This is an optimization exercise on Yosys and OpenROAD, whose aim is a short achievable clock period and few clock cycles, not a production implementation.
Only simulation tests tie the RTL to the original design; equivalence was not proved.
Power is estimated from default activity; no workload was simulated.

`config.mk`:
```
export PLATFORM = sky130hd
export DESIGN_NAME = round_robin_thread_scheduler_unit
export DESIGN_NICKNAME = round_robin_thread_scheduler_unit
export VERILOG_FILES = /design/flow/design.v
export SDC_FILE = /design/flow/constraint.sdc
export NUM_CORES = 4
export LEC_CHECK = 0
export ABC_CLOCK_PERIOD_IN_PS = 1800
export CAP_MARGIN = 20
export CORE_MARGIN = 2
export CORE_UTILIZATION = 40
export PLACE_DENSITY = 0.6
export SETUP_SLACK_MARGIN = 4.0
export SLEW_MARGIN = 20
```
`constraint.sdc`:
```
create_clock -name core_clock -period 6.0 [get_ports {clk}]
set_input_delay 1.2000 -clock core_clock [delete_from_list [all_inputs] [get_ports {clk}]]
set_output_delay 1.2000 -clock core_clock [all_outputs]
set_load 0.01 [all_outputs]
```
`design.v`:
```
package rrts_pkg;
  localparam int ThreadsDef   = 16;
  localparam int CountBitsDef = 32;
  localparam int ReqW    = 3;
  localparam int TidW    = 4;
  localparam int StatusW = 3;
  localparam int OutCntW = 32;
  typedef logic [ReqW-1:0]    req_t;
  typedef logic [StatusW-1:0] status_t;
  typedef logic [1:0]         mode_t;
  localparam req_t REQ_TICK   = 3'd0;
  localparam req_t REQ_SPAWN  = 3'd1;
  localparam req_t REQ_TERM   = 3'd2;
  localparam req_t REQ_BLOCK  = 3'd3;
  localparam req_t REQ_RESUME = 3'd4;
  localparam req_t REQ_QUERY  = 3'd5;
  localparam status_t ST_OK      = 3'd0;
  localparam status_t ST_INVALID = 3'd1;
  localparam status_t ST_FULL    = 3'd2;
  localparam status_t ST_MAIN    = 3'd3;
  localparam status_t ST_HALT    = 3'd4;
  localparam mode_t MODE_RUN     = 2'd0;
  localparam mode_t MODE_BLOCKED = 2'd1;
  localparam mode_t MODE_READY   = 2'd2;
endpackage
module round_robin_thread_scheduler_unit #(
  parameter int THREADS    = rrts_pkg::ThreadsDef,
  parameter int COUNT_BITS = rrts_pkg::CountBitsDef
) (
  input  logic                         clk,
  input  logic                         rst_n,
  input  logic                         in_valid,
  output logic                         in_stall,
  input  logic [rrts_pkg::ReqW-1:0]    in_req_type,
  input  logic [rrts_pkg::TidW-1:0]    in_thread_id,
  output logic                         out_valid,
  input  logic                         out_stall,
  output logic [rrts_pkg::StatusW-1:0] out_status,
  output logic [rrts_pkg::TidW-1:0]    out_new_id,
  output logic [rrts_pkg::TidW-1:0]    out_running_id,
  output logic [rrts_pkg::OutCntW-1:0] out_thread_quantums,
  output logic [rrts_pkg::OutCntW-1:0] out_total_quantums
);
  localparam int IdW  = rrts_pkg::TidW;
  localparam int OutW = rrts_pkg::OutCntW;
  localparam int ResW = rrts_pkg::StatusW + 2 * IdW + 2 * OutW;
  localparam int FD   = 3;   
  function automatic logic [OutW-1:0] clip_out(input logic [COUNT_BITS-1:0] v);
    logic [COUNT_BITS-1:0] hi;
    hi = v >> OutW;
    if (hi != '0) clip_out = '1;
    else clip_out = OutW'(v);
  endfunction
  function automatic logic [COUNT_BITS-1:0] sat_inc(input logic [COUNT_BITS-1:0] v);
    if (v == '1) sat_inc = v;
    else sat_inc = v + COUNT_BITS'(1);
  endfunction
  function automatic logic [IdW-1:0] enc(input logic [THREADS-1:0] oh);
    enc = '0;
    for (int i = 0; i < THREADS; i++) begin
      if (oh[i]) enc = enc | IdW'(i);
    end
  endfunction
  logic                accept;
  logic                in_stall_r;
  logic                a_v, a_tick, a_spawn, a_term, a_block, a_resume, a_query;
  logic                a_t0, a_clr;
  logic [IdW-1:0]      a_t;
  logic [THREADS-1:0]  a_toh;
  assign accept = rst_n && in_valid && !in_stall_r;
  always_ff @(posedge clk) begin
    a_v      <= accept;
    a_tick   <= accept && (in_req_type == rrts_pkg::REQ_TICK);
    a_spawn  <= accept && (in_req_type == rrts_pkg::REQ_SPAWN);
    a_term   <= accept && (in_req_type == rrts_pkg::REQ_TERM);
    a_block  <= accept && (in_req_type == rrts_pkg::REQ_BLOCK);
    a_resume <= accept && (in_req_type == rrts_pkg::REQ_RESUME);
    a_query  <= accept && (in_req_type == rrts_pkg::REQ_QUERY);
    a_t      <= in_thread_id;
    a_t0     <= (in_thread_id == '0);
    for (int i = 0; i < THREADS; i++) a_toh[i] <= (int'(in_thread_id) == i);
    a_clr    <= !rst_n || (accept && (in_req_type == rrts_pkg::REQ_TERM) && (in_thread_id == '0));
  end
  logic [THREADS-1:0]    used_r, ready_r, blk_r, cur_r;
  logic [THREADS-1:0]    used_n, ready_n, blk_n, cur_n;
  logic [THREADS-1:0]    older_r [THREADS];
  logic [THREADS-1:0]    older_n [THREADS];
  logic [COUNT_BITS-1:0] cnt_r [THREADS];
  logic [COUNT_BITS-1:0] cnt_n [THREADS];
  logic [COUNT_BITS-1:0] total_r, total_n;
  logic                  any_ready, full;
  logic [THREADS-1:0]    head, lf, enq;
  logic                  t_used, t_ready, t_blk, t_cur;
  logic                  term_ok, block_ok, spawn_ok, resume_ok, run_disp, dsel, rm_t;
  rrts_pkg::status_t     b_status;
  always_comb begin
    any_ready = |ready_r;
    full      = &used_r;
    for (int i = 0; i < THREADS; i++) begin
      logic blocked_by;
      blocked_by = 1'b0;
      for (int j = 0; j < THREADS; j++) begin
        if (j < i) blocked_by = blocked_by | (ready_r[j] & older_r[j][i]);
        else if (j > i) blocked_by = blocked_by | (ready_r[j] & ~older_r[i][j]);
      end
      head[i] = ready_r[i] & ~blocked_by;
    end
    for (int i = 0; i < THREADS; i++) begin
      lf[i] = ~used_r[i];
      for (int j = 0; j < i; j++) lf[i] = lf[i] & used_r[j];
    end
    t_used  = |(a_toh & used_r);
    t_ready = |(a_toh & ready_r);
    t_blk   = |(a_toh & blk_r);
    t_cur   = |(a_toh & cur_r);
    term_ok   = a_term & t_used & ~a_t0;
    block_ok  = a_block & t_used & ~a_t0;
    spawn_ok  = a_spawn & ~full;
    resume_ok = a_resume & t_used & t_blk;
    rm_t      = (term_ok | block_ok) & t_ready;
    run_disp  = (term_ok | block_ok) & t_cur;
    dsel      = (a_tick | run_disp) & any_ready;
    enq = ((a_tick & any_ready) ? cur_r : '0)
        | (spawn_ok ? lf : '0)
        | (resume_ok ? a_toh : '0);
    cur_n   = dsel ? head : cur_r;
    ready_n = (ready_r & ~(dsel ? head : '0) & ~(rm_t ? a_toh : '0)) | enq;
    blk_n   = (blk_r | (block_ok ? a_toh : '0)) & ~((term_ok | resume_ok) ? a_toh : '0);
    used_n  = (used_r | (spawn_ok ? lf : '0)) & ~(term_ok ? a_toh : '0);
    for (int x = 0; x < THREADS; x++) begin
      older_n[x] = older_r[x];
      for (int y = x + 1; y < THREADS; y++) begin
        if (enq[x]) older_n[x][y] = 1'b0;
        else if (enq[y]) older_n[x][y] = 1'b1;
      end
    end
    for (int i = 0; i < THREADS; i++) begin
      if ((term_ok & a_toh[i]) | (spawn_ok & lf[i])) cnt_n[i] = '0;
      else if (a_tick & cur_r[i]) cnt_n[i] = sat_inc(cnt_r[i]);
      else cnt_n[i] = cnt_r[i];
    end
    total_n = a_tick ? sat_inc(total_r) : total_r;
    b_status = rrts_pkg::ST_OK;
    if (a_spawn & full) b_status = rrts_pkg::ST_FULL;
    if ((a_term | a_block | a_resume | a_query) & ~t_used) b_status = rrts_pkg::ST_INVALID;
    if (a_term & a_t0) b_status = rrts_pkg::ST_HALT;
    if (a_block & a_t0) b_status = rrts_pkg::ST_MAIN;
  end
  always_ff @(posedge clk) begin
    if (a_clr) begin
      used_r  <= THREADS'(1);
      ready_r <= '0;
      blk_r   <= '0;
      cur_r   <= THREADS'(1);
      total_r <= COUNT_BITS'(1);
      for (int i = 0; i < THREADS; i++) cnt_r[i] <= (i == 0) ? COUNT_BITS'(1) : '0;
    end else begin
      used_r  <= used_n;
      ready_r <= ready_n;
      blk_r   <= blk_n;
      cur_r   <= cur_n;
      total_r <= total_n;
      for (int i = 0; i < THREADS; i++) cnt_r[i] <= cnt_n[i];
    end
  end
  always_ff @(posedge clk) begin
    for (int i = 0; i < THREADS; i++) older_r[i] <= older_n[i];
  end
  logic                c_v, c_q;
  rrts_pkg::status_t   c_status;
  logic [IdW-1:0]      c_new;
  logic [THREADS-1:0]  c_toh;
  always_ff @(posedge clk) begin
    c_v      <= rst_n && a_v;
    c_status <= b_status;
    c_new    <= spawn_ok ? enc(lf) : '0;
    c_q      <= a_query & t_used;
    c_toh    <= a_toh;
  end
  logic [COUNT_BITS-1:0] c_cnt;
  logic [ResW-1:0]       c_res;
  always_comb begin
    c_cnt = '0;
    for (int i = 0; i < THREADS; i++) begin
      if (c_toh[i]) c_cnt = c_cnt | cnt_r[i];
    end
    c_res = {c_status, c_new, enc(cur_r), (c_q ? clip_out(c_cnt) : OutW'(0)), clip_out(total_r)};
  end
  logic            o_v;
  logic [ResW-1:0] o_res;
  logic [ResW-1:0] f_res [FD];
  logic [1:0]      f_cnt;
  logic [2:0]      occ_r;
  logic            deliver, o_take;
  logic [2:0]      occ_n;
  assign deliver = o_v && !out_stall;
  assign o_take  = !o_v || !out_stall;
  assign occ_n   = occ_r + 3'(accept) - 3'(deliver);
  always_ff @(posedge clk) begin
    if (!rst_n) begin
      o_v        <= 1'b0;
      f_cnt      <= '0;
      occ_r      <= '0;
      in_stall_r <= 1'b1;
    end else begin
      occ_r      <= occ_n;
      in_stall_r <= (occ_n >= 3'(FD + 1));
      if (o_take) begin
        if (f_cnt != '0) begin
          o_v   <= 1'b1;
          f_cnt <= f_cnt - 2'd1 + 2'(c_v);
        end else begin
          o_v   <= c_v;
        end
      end else begin
        f_cnt <= f_cnt + 2'(c_v);
      end
    end
  end
  always_ff @(posedge clk) begin
    if (o_take) begin
      o_res <= (f_cnt != '0) ? f_res[0] : c_res;
      for (int i = 0; i < FD; i++) begin
        if (c_v && (f_cnt != '0) && (int'(f_cnt) - 1 == i)) f_res[i] <= c_res;
        else if (i < FD - 1) f_res[i] <= f_res[i + 1];
      end
    end else begin
      for (int i = 0; i < FD; i++) begin
        if (c_v && (int'(f_cnt) == i)) f_res[i] <= c_res;
      end
    end
  end
  assign in_stall = in_stall_r;
  assign out_valid = o_v;
  assign {out_status, out_new_id, out_running_id, out_thread_quantums, out_total_quantums} = o_res;
endmodule
```
`run.sh`:
```
#!/bin/bash
# synth_recipe.tcl (not shown) runs the flow's synth.tcl, then flattens the netlist and writes it again
# the make line also repeats each setting of config.mk as NAME=value (left out here)
make -C /OpenROAD-flow-scripts/flow DESIGN_CONFIG=/design/flow/config.mk WORK_HOME=/design/flow/orfs CLKGATE_MAP_FILE= SYNTH_SCRIPT=/design/flow/synth_recipe.tcl finish
```
==> flow_summary.toml <==
[synthesis]
netlist_area_um2 = 50300
synth_seq_cells = 1084
synthArstFlopShare_pct = 0
yosys_warnings = 6
syn_inst = 5577
ys_seq_area_share_pct = 49.1
syn_area_per_cell_um2 = 9.03
synth_edf_count = 300
synthFlopType = "dfxtp_1"
synthesis.nets = 5610
synth_cell_type_count = 85

[floorplanning]
start_util_pct = 40.2
core_area_um2 = 125000
die_w_um = 359
dieArea_um2 = 129000
row_count = 130
ios = 88
die_h_um = 359

[setup_path]
path_cells = "buf_6"
crit_arrival_ns = 1.40
path_class = "reg -> out"
start_kind = "flip-flop"
critPathMaxFanout = 1
crit_buf_inv = 1
cp-end-kind = "output pin"
cp.required_ns = 4.80
cp_slowest_stage_delay_ns = 0.47
crit_slowest_cell = "edfxtp_1"
crit_family = "flip-flops"

[final_layout]
fillerInstances = 10800
final_nets = 5982
final_cell_mix = "nand2_1, dfxtp_1, nor2_1"
final_common_cell = "nand2_1"
layout-drive-gt1-share_pct = 30.1
multiInputGateArea_um2 = 29900
ff_latch_area_um2 = 25000
area_growth_pct = 35.1
fin_util_pct = 54.3
final_cells = 7696

[drt]
routedWlPerCell_um = 28.1
wl_um = 216000
drt_iter0_drc = 6587
via_per_inst = 6.29
ant_nets = 0
first_pass_iters = 9
remaining_drc_errors = 0
dr_total_vias = 48400

[cts]
cts_made_buffers = 114
insertion_delay_ns = 0.78
cts_tree = "built"
clkSinkCount = 1084
clkTransAtPathRegs_ns = 0.07
clockBufferDepth = 3
htreeDepth = 3
cts_root_buf = "clkbuf_16"

[placed_design]
dp_cells = 7073
pre_cts_slack_ns = 2.20
post-dp-hpwl_um = 132000
io_buffers = 87
gp_congestion = 1.04

[power]
power-per-cell-area_nw_per_um2 = 231
p_leak_nw = 23.9
peakVddDrop_uv = 226

[grt]
grt_pass1_vias = 44500
grt_overflow = 0
grt_max_degree = 67
track_usage_pct = 31.8
antenna_found_initial = 9
grt_pass1_wl_um = 304000

[timing]
finalCritPeriodShare_pct = 43.3
worst_slack_ns = 3.40
hold_violations = 0
tightest_slew_ns = 1.26
slew-limit-headroom_pct = 15.9
fin_crit_ns = 2.60
rsz0062_at_grt = "yes"
fin_skew_ns = 0.0711
maxSlewViolCount = 0
fmaxAchievable_mhz = 385
setup_viol = 0
tns_ns = 0
worst_hold_slack_ns = 0.433

[status]
status = "timing/DRC/antenna clean"

[min_path]
hold_path_class = "reg -> reg"

[run]
max_cap_viol_count = 0
power by group:
group | total [mW] | switching (mW) | leakage (nW) | internal, mW
logic | 0.593 | 0.366 | 12.1 | 0.228
registers | 7.57 | 0.0472 | 9.91 | 7.52
clock network | 7.52 | 3.21 | 1.91 | 4.31
total | 15.7 | 3.62 | 23.9 | 12.1
cell families after synthesis:
| logic type | after synthesis | share of synthesized area [%] |
|---|---|---|
| flip-flops | 1084 | 49.1 |
| XOR/XNOR | 461 | 8.02 |
| adder cells (fa/ha/maj) | 22 | 0.562 |
| AO/OA/AOI/OAI | 958 | 14.0 |
| buffers and inverters | 430 | 3.45 |
| multiplexers | 11 | 0.219 |
| AND/OR/NAND/NOR | 2611 | 24.7 |
synthesized netlist by cell type, types with 111 or more instances:
library cell | count | area [um2]
xnor2_1 | 240 | 2100
clkbuf_1 | 227 | 852
dfxtp_1 | 784 | 15700
nand4_1 | 252 | 1580
a21oi_1 | 111 | 556
a22oi_1 | 206 | 1550
nor2_1 | 691 | 2590
edfxtp_1 | 300 | 9010
nor3_1 | 161 | 806
o21ai_0 | 159 | 796
xor2_1 | 221 | 1940
nand3_1 | 274 | 1370
inv_1 | 115 | 432
nand2_1 | 784 | 2940
o21a_1 | 121 | 908
layer usage:
metal | part of all wire, % | global-route usage (%)
met5 | 0.029 | 0
met4 | 7.6 | 20.5
met3 | 12 | 9.24
met2 | 42 | 46.5
met1 | 38 | 41.0
layout make-up:
cell class / instances / share of cell area, %
sequential: 1084 / 36.8
inverter: 117 / 0.692
tap: 1650 / 3.04
multi-input combinational: 4091 / 44.0
timing repair buffer: 541 / 9.68
clock inverter: 65 / 1.17
antenna: 2 / 0.00736
clock buffer: 146 / 4.62
sequential cells by signal, indices dropped and copies added (netlist names), 2 cells and up:
register	flops
a_toh	16
used_r	16
c_toh	16
c_new	4
cur_r	16
cnt_r	512
c_status	3
blk_r	16
ready_r	16
occ_r	3
f_cnt	2
total_r	32
f_res	225
o_res	75
older_r	120
final timing paths:
| check | from | slack (ns) | cells after the start | endpoint |
|---|---|---|---|---|
| setup / recovery | o_res[67] | 3.40 | 1 | out_running_id[3] |
| hold / removal | total_r[19] | 0.43 | 0 | f_res[2][19] |
| hold reg to reg | total_r[19] | 0.43 | 0 | f_res[2][19] |
| setup reg to reg | a_toh[3] | 3.45 | 12 | cnt_r[10][26] |
through the flow:
step | power, mW | instance area (um2)
floorplan | 7.88 | 50400
finish | 15.7 | 68000
global placement | 8.00 | 52600
CTS | 15.6 | 64200
global route | 16.1 | 68000
detailed placement | 8.01 | 52600
what timing repair did:
| action | CTS | global route |
|---|---|---|
| setup endpoints to repair | 1336 | 1041 |
| hold buffers | 0 | 0 |
| cloned | 76 | 18 |
| gates resized for setup | 1368 | 747 |
| buffers inserted | 249 | 67 |
| pin swaps | 440 | 320 |
Testbench counts, summed over its fixed seeds: cycles 6,424.

[separate check: timing with driven ports]
Ports are ideal in the flow. The routed layout listed here was re-timed in OpenROAD. Step 1: set_driving_cell puts a clkbuf_16 on clk and a buf_2 on each other input, an assumption about the parent block. Step 2 also shifts input and output timing later by t, the mid clock arrival at the registers, as if the neighbouring blocks saw the same clock. a / b / c = ideal / step 1 / step 2; a / b = the first two.
t, ns: 0.823
slack for setup (ns): 3.401 / 3.320 / 3.216
worst hold slack (ns): 0.433 / 0.433 / 0.433
After both steps setup and hold are still met in this run. The setup slack of this run moves by -0.081 ns with the drivers and by -0.185 ns with both steps.
